This design comes from an exercise in tuning for small area, a short achievable clock period and few clock cycles per item on the open sky130 flow, not from production work.
RTL that was checked went through simulation tests only; none was proved equivalent to the original.
The clock port is modelled as an ideal driver, which makes a skipped or thinned clock tree look cheaper than it is; a real chip needs a root buffer or a tree.
Power and IR drop assume default switching activity.

## main
## toy_language_char_tokenizer
module toy_language_char_tokenizer
(
   input  logic        clock,
   input  logic        reset,
   input  logic        req_valid,
   output logic        req_stall,
   input  logic [7:0]  req_char_in,
   input  logic        req_end_of_input,
   output logic        rsp_valid,
   input  logic        rsp_stall,
   output logic [4:0]  rsp_token_kind,
   output logic [4:0]  rsp_text_length,
   output logic [63:0] rsp_text_first,
   output logic [63:0] rsp_text_second,
   output logic        rsp_text_overflow,
   output logic        rsp_last_of_run
);
export LEC_CHECK = 0
export ABC_CLOCK_PERIOD_IN_PS = 2200
export CAP_MARGIN = 20
export CORE_MARGIN = 2
export CORE_UTILIZATION = 65
export SETUP_SLACK_MARGIN = 3.1
export SLEW_MARGIN = 20
create_clock -name core_clock -period 5.5 [get_ports {clock}]
standard.sh (not shown) runs the stock make flow with config.mk's settings and CLKGATE_MAP_FILE= SYNTH_SCRIPT=/design/flow/synth_recipe.tcl, a recipe that flattens the netlist after the stock synthesis.
==> flow/flow/run.sh <==
#!/bin/bash
# The standard layout with two changes: plain buffers (not delay cells) on the
# ports, and a two-level clock tree (one root buffer, ten leaf buffers, each
# driving a cluster of nearby flip-flops) in place of ORFS's clock tree, which
# has one level more. ORFS's own output is in standard_flow.log and orfs/logs.
set -euo pipefail
bash standard.sh \
  "BUFFER_PORTS_ARGS=-buffer_cell sky130_fd_sc_hd__buf_1" \
  "PRE_CTS_TCL=$PWD/flow/cts_hook.tcl" \
  finish > standard_flow.log 2>&1
Other scripts of this flow, unchanged in this note and not shown: flow/flow/cts_hook.tcl
main finished every stage and its layout cleared the timing, DRC and antenna checks.
Testbench counts of main, summed over its fixed seeds: cycles 25,414, items 24,000.
Inputs modified between main and the feature branch:
diff --git a/flow/design.v b/flow/design.v
--- a/flow/design.v
+++ b/flow/design.v
@@ -134,19 +134,19 @@
       end else if (m_c.c_let) begin
          pk_in = KIND_SYMBOL;
       end else if (m_c.c_dig && !ptext) begin
          pk_in = KIND_NUMBER;
       end
    end
-   logic stay, tok, step, split, proc, upd;
+   logic stay, hz, tok, step, split, proc;
    assign stay  = o_v & rsp_stall;               
+   assign hz    = rsp_stall & o_txt;             
    assign tok   = flush | own_v;
    assign split = flush & own_v;
-   assign step = m_v & ~(stay & tok) & ~(append & o_txt);
+   assign step = m_v & ~hz & ~(stay & tok);
    assign proc = step & ~split;
-   assign upd = m_v & ((start & (~is_num | ~stay)) | (append & ~kw & ~o_txt));
    logic m_free, acc;
    logic [7:0] in_ch;
    logic       in_eoi;
    assign m_free    = ~m_v | proc;
    assign in_ch     = k_v ? k_ch : req_char_in;
    assign in_eoi    = k_v ? k_eoi : req_end_of_input;
@@ -188,13 +188,13 @@
          pk <= KIND_NONE;
       end else if (step) begin
          pk <= split ? KIND_NONE : pk_in;
       end
    end
    always_ff @(posedge clock) begin
-      if (upd) begin
+      if (proc) begin
          if (start) begin
             plen      <= 5'd1;
             povf      <= 1'b0;
             kwp_if    <= (m_ch == "i");
             kwp_out   <= 1'b0;
             kwp_while <= 1'b0;
@@ -215,13 +215,13 @@
       if (m_v && start && (!is_num || !stay)) begin
          text_n[0] <= ~m_ch[6:0];
       end
    end
    for (genvar j = 1; j < 16; j++) begin : g_text
       always_ff @(posedge clock) begin
-         if (m_v && append && !o_txt && plen == 5'(j)) begin
+         if (m_v && append && !hz && plen == 5'(j)) begin
             text_n[j] <= ~m_ch[6:0];
          end
       end
    end
    logic [4:0]  t0_kind, t0_len;
    logic        t0_ovf;
@@ -257,17 +257,13 @@
       if (!stay) begin
          o_kind <= t0_kind;
          o_len  <= t0_len;
          o_ovf  <= t0_ovf;
          o_last <= ~split;
          o_b0   <= t0_b0;
-      end
-   end
-   always_ff @(posedge clock) begin
-      for (int j = 1; j < 16; j++) begin
-         o_hide[j] <= stay ? !(o_len > 5'(j)) : t0_hide[j];
+         o_hide <= t0_hide;
       end
    end
    assign rsp_valid         = o_v;
    assign rsp_token_kind    = o_kind;
    assign rsp_text_length   = o_len;
    assign rsp_text_overflow = o_ovf;
Results
Having completed the whole flow, the feature branch delivered a layout that passed the timing, DRC and antenna checks.
Higher number of post-CTS setup repair buffers was reported by the feature branch, not main.
Delta (the feature branch minus main): overall power moved down, met2 track utilization from global routing shows an increase of 0.76 points, synthesized area dropped 2.5%, fraction of power spent switching nets -2.6 points.
Transition at the pin with the smallest max-transition slack: the feature branch < main
The lower placer's final routability congestion estimate came out of the feature branch.
Going from main to the feature branch, gate count after technology mapping shrinks by 53.
Compared with main, the feature branch shows die outline width that has gone down slightly.
Testbench counts of the feature branch, summed over its fixed seeds: cycles 25,216, items 24,000.
No run of this note takes its clock network from TritonCTS; it comes from the design's own scripts or RTL.

toy_language_char_tokenizer again, from the RTL that the note above started with.
Design toy_language_char_tokenizer, start of the top module:
module toy_language_char_tokenizer
(
   input  logic        clock,
   input  logic        reset,
   input  logic        req_valid,
   output logic        req_stall,
   input  logic [7:0]  req_char_in,
   input  logic        req_end_of_input,
   output logic        rsp_valid,
   input  logic        rsp_stall,
   output logic [4:0]  rsp_token_kind,
   output logic [4:0]  rsp_text_length,
   output logic [63:0] rsp_text_first,
   output logic [63:0] rsp_text_second,
   output logic        rsp_text_overflow,
   output logic        rsp_last_of_run
);
   typedef struct packed {
      logic       c_end;    
      logic       c_op;     
      logic       c_eq;     
      logic       c_let;    
      logic       c_dig;    
      logic       c_f;      
      logic       c_t;
      logic       c_e;
   } cls_t;
   function automatic logic [3:0] op_index(input logic [7:0] ch);
      case (ch)
         "-": op_index = 4'd1;
         "*": op_index = 4'd2;
         "/": op_index = 4'd3;
         "%": op_index = 4'd4;
         "<": op_index = 4'd5;
  ...
Settings: LEC_CHECK=0, ABC_CLOCK_PERIOD_IN_PS=2200, CAP_MARGIN=20, CORE_MARGIN=2, CORE_UTILIZATION=65, SETUP_SLACK_MARGIN=3.3, SLEW_MARGIN=20; clock period 5.5 ns.
==> flow/flow/run.sh <==
#!/bin/bash
# The standard layout with two changes: plain buffers (not delay cells) on the
# ports, and a two-level clock tree (four root buffers, ten leaf buffers, each
# driving a cluster of nearby flip-flops) in place of ORFS's clock tree, which
# has one level more. ORFS's own output is in standard_flow.log and orfs/logs.
set -euo pipefail
bash standard.sh \
  "BUFFER_PORTS_ARGS=-buffer_cell sky130_fd_sc_hd__buf_1" \
  "PRE_CTS_TCL=$PWD/flow/cts_hook.tcl" \
  finish > standard_flow.log 2>&1
Other scripts of this flow, unchanged in this note and not shown: flow/flow/cts_hook.tcl
Testbench counts at the start, summed over its fixed seeds: cycles 25,414, items 24,000.
==> next run, changes <==
--- a/flow/design.v
+++ b/flow/design.v
@@ -256,19 +256,15 @@
    always_ff @(posedge clock) begin
       if (!stay) begin
          o_kind <= t0_kind;
          o_len  <= t0_len;
          o_ovf  <= t0_ovf;
          o_last <= ~split;
          o_b0   <= t0_b0;
-      end
-   end
-   always_ff @(posedge clock) begin
-      for (int j = 1; j < 16; j++) begin
-         o_hide[j] <= stay ? !(o_len > 5'(j)) : t0_hide[j];
+         o_hide <= t0_hide;
       end
    end
    assign rsp_valid         = o_v;
    assign rsp_token_kind    = o_kind;
    assign rsp_text_length   = o_len;
    assign rsp_text_overflow = o_ovf;
    assign rsp_last_of_run   = o_last;
What happened: The changed run completed without violations; via count decreases by a few percent; power decreases by a few percent; global-route usage decreases by 1.1 points; clock skew decreases by 14 ps; critical path depth increases by 1; die area decreases slightly.
For the second run of this note, only the layout was checked, not whether the RTL still works. No run of this note takes its clock network from TritonCTS; it comes from the design's own scripts or RTL.

==> static timing again, ports no longer ideal <==
Ports are ideal in the flow. The routed layouts listed here were re-timed in OpenROAD. Step 1, drivers: a clkbuf_16 drives clock and a buf_2 each remaining input, both assumed. Step 2 adds t to the input delays and takes it off the output delays; t is the mean of the earliest and latest rising clock arrival at the registers after step 1. Input paths then give back, and output paths get back, about the clock's delay inside the block. Three values: ideal ports, drivers, drivers and shift; two values: the first two.
run	t (ns)	setup WS [ns]	worst register clock-pin slew, ns
main	0.418	3.178 / 3.178 / 2.833	0.08 / 0.08
the feature branch	0.426	3.138 / 3.097 / 2.770	0.08 / 0.08
the first run of note 2	0.373	3.346 / 3.255 / 3.053	0.08 / 0.08
the second run of note 2	0.361	3.219 / 3.135 / 3.069	0.08 / 0.08
After both steps setup and hold are still met in every run listed. For the feature branch, which loses most, drivers alone change the setup slack by -0.041 ns; drivers and shift together by -0.368 ns.
